What follows belongs to an exercise in optimizing a design on an open flow for small area; a production flow would make more cautious choices.
The RTL was checked by simulation tests, not by an equivalence proof against the original design.
Power figures rest on the tool's default switching activity, not on a simulated workload.

// branch_predictor
module branch_predictor (
	input logic CLK,
	input logic nrst,
	input logic en,
	input logic [10:0] if_pc,
	input logic [23:0] id_in,
	input logic [20:0] exe_in,
	output logic [11:0] if_out,
	output logic [1:0] exe_correction,
	output logic [10:0] exe_pbt,
	output logic [10:0] exe_cni,
	output logic flush,
	output logic id_jump_in_bht
);
	logic [15:0][3:0][5:0] tag_q;
	logic [15:0][3:0][10:0] tgt_q;
	logic [15:0][3:0][1:0] ctr_q;
	logic [15:0][1:0] ptr_q;
	logic [15:0] full_q;
	logic flush_pend;
	logic [15:0] if_sel, id_sel, exe_sel;
	logic [15:0][26:0] look_rows;
	logic [15:0][27+4*12-1:0] if_rows;
	logic [15:0][27+4*13-1:0] exe_rows;
	assign if_sel = 16'd1 << if_pc[3:0];
	assign id_sel = 16'd1 << id_in[16:13];
	assign exe_sel = 16'd1 << exe_in[13:10];
	always_comb begin
		for (int s = 0; s < 16; s++) begin
			look_rows[s] = {full_q[s], ptr_q[s], tag_q[s]};
			if (s >= 12)
				look_rows[s][26:24] = ~look_rows[s][26:24];
			if_rows[s][26:0] = look_rows[s];
			exe_rows[s][26:0] = look_rows[s];
			for (int w = 0; w < 4; w++) begin
				if_rows[s][27 + w*12 +: 12] = {ctr_q[s][w][1], tgt_q[s][w]};
				exe_rows[s][27 + w*13 +: 13] = {ctr_q[s][w], tgt_q[s][w]};
			end
		end
	end
	logic [27+4*12-1:0] if_rd;
	logic [26:0] id_rd;
	logic [27+4*13-1:0] exe_rd;
	bht_table #(.W(27+4*12)) u_if_rd (.sel(if_sel), .seln(~if_sel[15:12]), .rows(if_rows), .rd(if_rd));
	bht_table #(.W(27)) u_id_rd (.sel(id_sel), .seln(~id_sel[15:12]), .rows(look_rows), .rd(id_rd));
	bht_table #(.W(27+4*13)) u_exe_rd (.sel(exe_sel), .seln(~exe_sel[15:12]), .rows(exe_rows), .rd(exe_rd));
	logic if_hit;
	logic [3:0] if_wsel;
	logic [11:0] if_data;
	bp_resolve_stage #(.D(12)) u_if_look (
		.rd(if_rd), .tag(if_pc[9:4]), .hit(if_hit), .wsel(if_wsel), .data(if_data)
	);
	assign if_out = if_data;
	logic id_hit;
	logic [3:0] id_wsel;
	logic id_data;
	logic is_jump, is_btype;
	logic alloc;
	logic [1:0] alloc_way;
	bp_resolve_stage #(.D(0)) u_id_look (
		.rd(id_rd), .tag(id_in[22:17]), .hit(id_hit), .wsel(id_wsel), .data(id_data)
	);
	assign is_jump = id_in[1];
	assign is_btype = id_in[0];
	assign alloc = (is_jump || is_btype) && !id_hit;
	assign id_jump_in_bht = is_jump && id_hit;
	assign alloc_way = id_rd[25:24];
	logic exe_hit;
	logic [3:0] exe_wsel;
	logic [12:0] exe_data;
	logic [1:0] exe_ctr;
	logic z, less;
	logic [5:0] btype;
	logic [1:0] c_btype;
  ...
Size in the first run: about 97 I/O pins, roughly 53000 µm² of cells after synthesis.
export LEC_CHECK = 0
export CAP_MARGIN = 20
export CORE_MARGIN = 2
export CORE_UTILIZATION = 62
export SLEW_MARGIN = 20
export SYNTH_HIERARCHICAL = 1
create_clock -name core_clock -period 14.0 [get_ports {CLK}]
standard.sh (not shown) runs the stock make flow with config.mk's settings and CLKGATE_MAP_FILE= SYNTH_SCRIPT=/design/flow/synth_recipe.tcl, a recipe that flattens the netlist after the stock synthesis.
==> flow/flow/run.sh <==
#!/bin/bash
# The standard layout with two changes:
# - clock tree: small sink buffers (clkbuf_4) driving clusters of up to 8 registers,
#   in place of clkbuf_16 clusters, for a smaller clock tree at the same slew limit
# - port buffers: buf_1 in place of the default delay buffer
set -euo pipefail
export CTS_ARGS="-sink_clustering_enable -repair_clock_nets -buf_list sky130_fd_sc_hd__clkbuf_4 -root_buf sky130_fd_sc_hd__clkbuf_16 -sink_buffer_max_cap_derate 1.0 -sink_clustering_size 8 -sink_clustering_max_diameter 60"
export BUFFER_PORTS_ARGS="-buffer_cell sky130_fd_sc_hd__buf_1"
bash standard.sh > standard.log 2>&1
Then changed:
Settings changed: CORE_UTILIZATION 62 to 55, GPL_TIMING_DRIVEN set to 0.
What happened: Cell area came out higher by about 6%. Clock skew came out higher by 0.0066 ns. Sequential cell count stays the same. Clock-buffer cell count came out lower by 3. Sequential share of layout area came out lower by 3.9 points. First-iteration DRC count came out lower by about 12%. Register-to-register slack gains 0.51 ns.
Then changed:
Settings changed: GPL_TIMING_DRIVEN 0 to unset.
Effect: Via count drops by 1.6%. Combinational power drops by 7.9%. Die area is unchanged. Power drops by 1.0%.


## red
branch_predictor, a different RTL version from the one above (not shown whole).
Size: about 97 I/O pins.
==> flow/config.mk <==
export PLATFORM = sky130hd
export DESIGN_NAME = branch_predictor
export DESIGN_NICKNAME = branch_predictor
export VERILOG_FILES = /design/flow/design.v
export SDC_FILE = /design/flow/constraint.sdc
export NUM_CORES = 4
export LEC_CHECK = 0
export CAP_MARGIN = 10
export CORE_MARGIN = 2
export CORE_UTILIZATION = 55
export SLEW_MARGIN = 10
export SYNTH_HIERARCHICAL = 1
==> flow/constraint.sdc <==
create_clock -name core_clock -period 14.0 [get_ports {CLK}]
set_input_delay 2.8000 -clock core_clock [delete_from_list [all_inputs] [get_ports {CLK}]]
set_output_delay 2.8000 -clock core_clock [all_outputs]
set_load 0.01 [all_outputs]
==> flow/flow/run.sh <==
#!/bin/bash
# The standard layout with two changes:
# - clock tree: small sink buffers (clkbuf_4) driving clusters of up to 10 registers,
#   in place of clkbuf_16 clusters, for a smaller clock tree at the same slew limit
# - port buffers: buf_1 in place of the default delay buffer
set -euo pipefail
export CTS_ARGS="-sink_clustering_enable -repair_clock_nets -buf_list sky130_fd_sc_hd__clkbuf_4 -root_buf sky130_fd_sc_hd__clkbuf_16 -sink_buffer_max_cap_derate 1.0 -sink_clustering_size 10 -sink_clustering_max_diameter 60"
export BUFFER_PORTS_ARGS="-buffer_cell sky130_fd_sc_hd__buf_1"
bash standard.sh > standard.log 2>&1
The inputs of blue differ from those of red as listed below.
==> flow/flow/run.sh <==
#!/bin/bash
# The standard layout with two changes:
# - clock tree: small sink buffers (clkbuf_4) driving clusters of up to 8 registers,
#   in place of clkbuf_16 clusters, for a smaller clock tree at the same slew limit
# - port buffers: buf_1 in place of the default delay buffer
set -euo pipefail
export CTS_ARGS="-sink_clustering_enable -repair_clock_nets -buf_list sky130_fd_sc_hd__clkbuf_4 -root_buf sky130_fd_sc_hd__clkbuf_16 -sink_buffer_max_cap_derate 1.0 -sink_clustering_size 8 -sink_clustering_max_diameter 60"
export BUFFER_PORTS_ARGS="-buffer_cell sky130_fd_sc_hd__buf_1"
bash standard.sh > standard.log 2>&1
-- flow/config.mk --
<<< red, line 7
export LEC_CHECK = 0
export CAP_MARGIN = 10
export CORE_MARGIN = 2
export CORE_UTILIZATION = 55
export SLEW_MARGIN = 10
export SYNTH_HIERARCHICAL = 1
>>> blue, line 7
export LEC_CHECK = 0
export CAP_MARGIN = 20
export CORE_MARGIN = 2
export CORE_UTILIZATION = 55
export SLEW_MARGIN = 20
export SYNTH_HIERARCHICAL = 1
--- outcome ---
Result: PASS for each of blue and red. red → blue: count of clock buffers in the final design moved up; share of the clock period used by the worst path after layout shows a reduction of 0.30 points; synthesized netlist cell count essentially unchanged; combinational fraction of design power level. Higher least setup slack across all paths after layout goes to blue over red. Area growth from synthesis to final layout, blue and red: larger value in blue. Going from red to blue, the maximum frequency was found to have gone up by 0.33 MHz. Per the comparison of blue with red, number of antenna violations at the first check in global routing saw a decrease; total power rose by about 1.3%.

[separate check: timing with driven ports]
No port has a modelled driver above. Below, the same layouts with a new extraction and two added sets of constraints.
Step 1 sets driving cells, clkbuf_16 on the clock port and buf_2 on the other inputs (assumed; they add their load-dependent delay and slew).
Step 2 times the ports against the registers' clock, not the clock port: input delays grow and output delays shrink by t, the midpoint of the rising clock arrivals with the driver on.
Slacks: ideal ports / drivers / drivers and shift; pairs: ideal ports / drivers.
| run | t (ns) | setup slack, ns | latest minus earliest clock arrival (ns) | worst slew at a driven data input, ns | pins driven straight from the clock port |
|---|---|---|---|---|---|
| the first run of note 1 | 0.863 | 1.865 / 1.844 / 1.844 | 0.067 / 0.067 | 0.13 | 1 |
| the second run of note 1 | 0.878 | 2.295 / 2.270 / 2.270 | 0.074 / 0.074 | 0.09 | 1 |
| the third run of note 1 | 0.858 | 2.580 / 2.558 / 2.558 | 0.081 / 0.082 | 0.05 | 1 |
| red | 0.856 | 2.720 / 2.695 / 2.695 | 0.087 / 0.088 | 0.04 | 1 |
| blue | 0.872 | 2.762 / 2.735 / 2.735 | 0.091 / 0.090 | 0.04 | 1 |
After both steps setup and hold are still met in every run listed. The setup slack of blue, which loses most, moves by -0.027 ns with the drivers and by -0.027 ns with both steps.
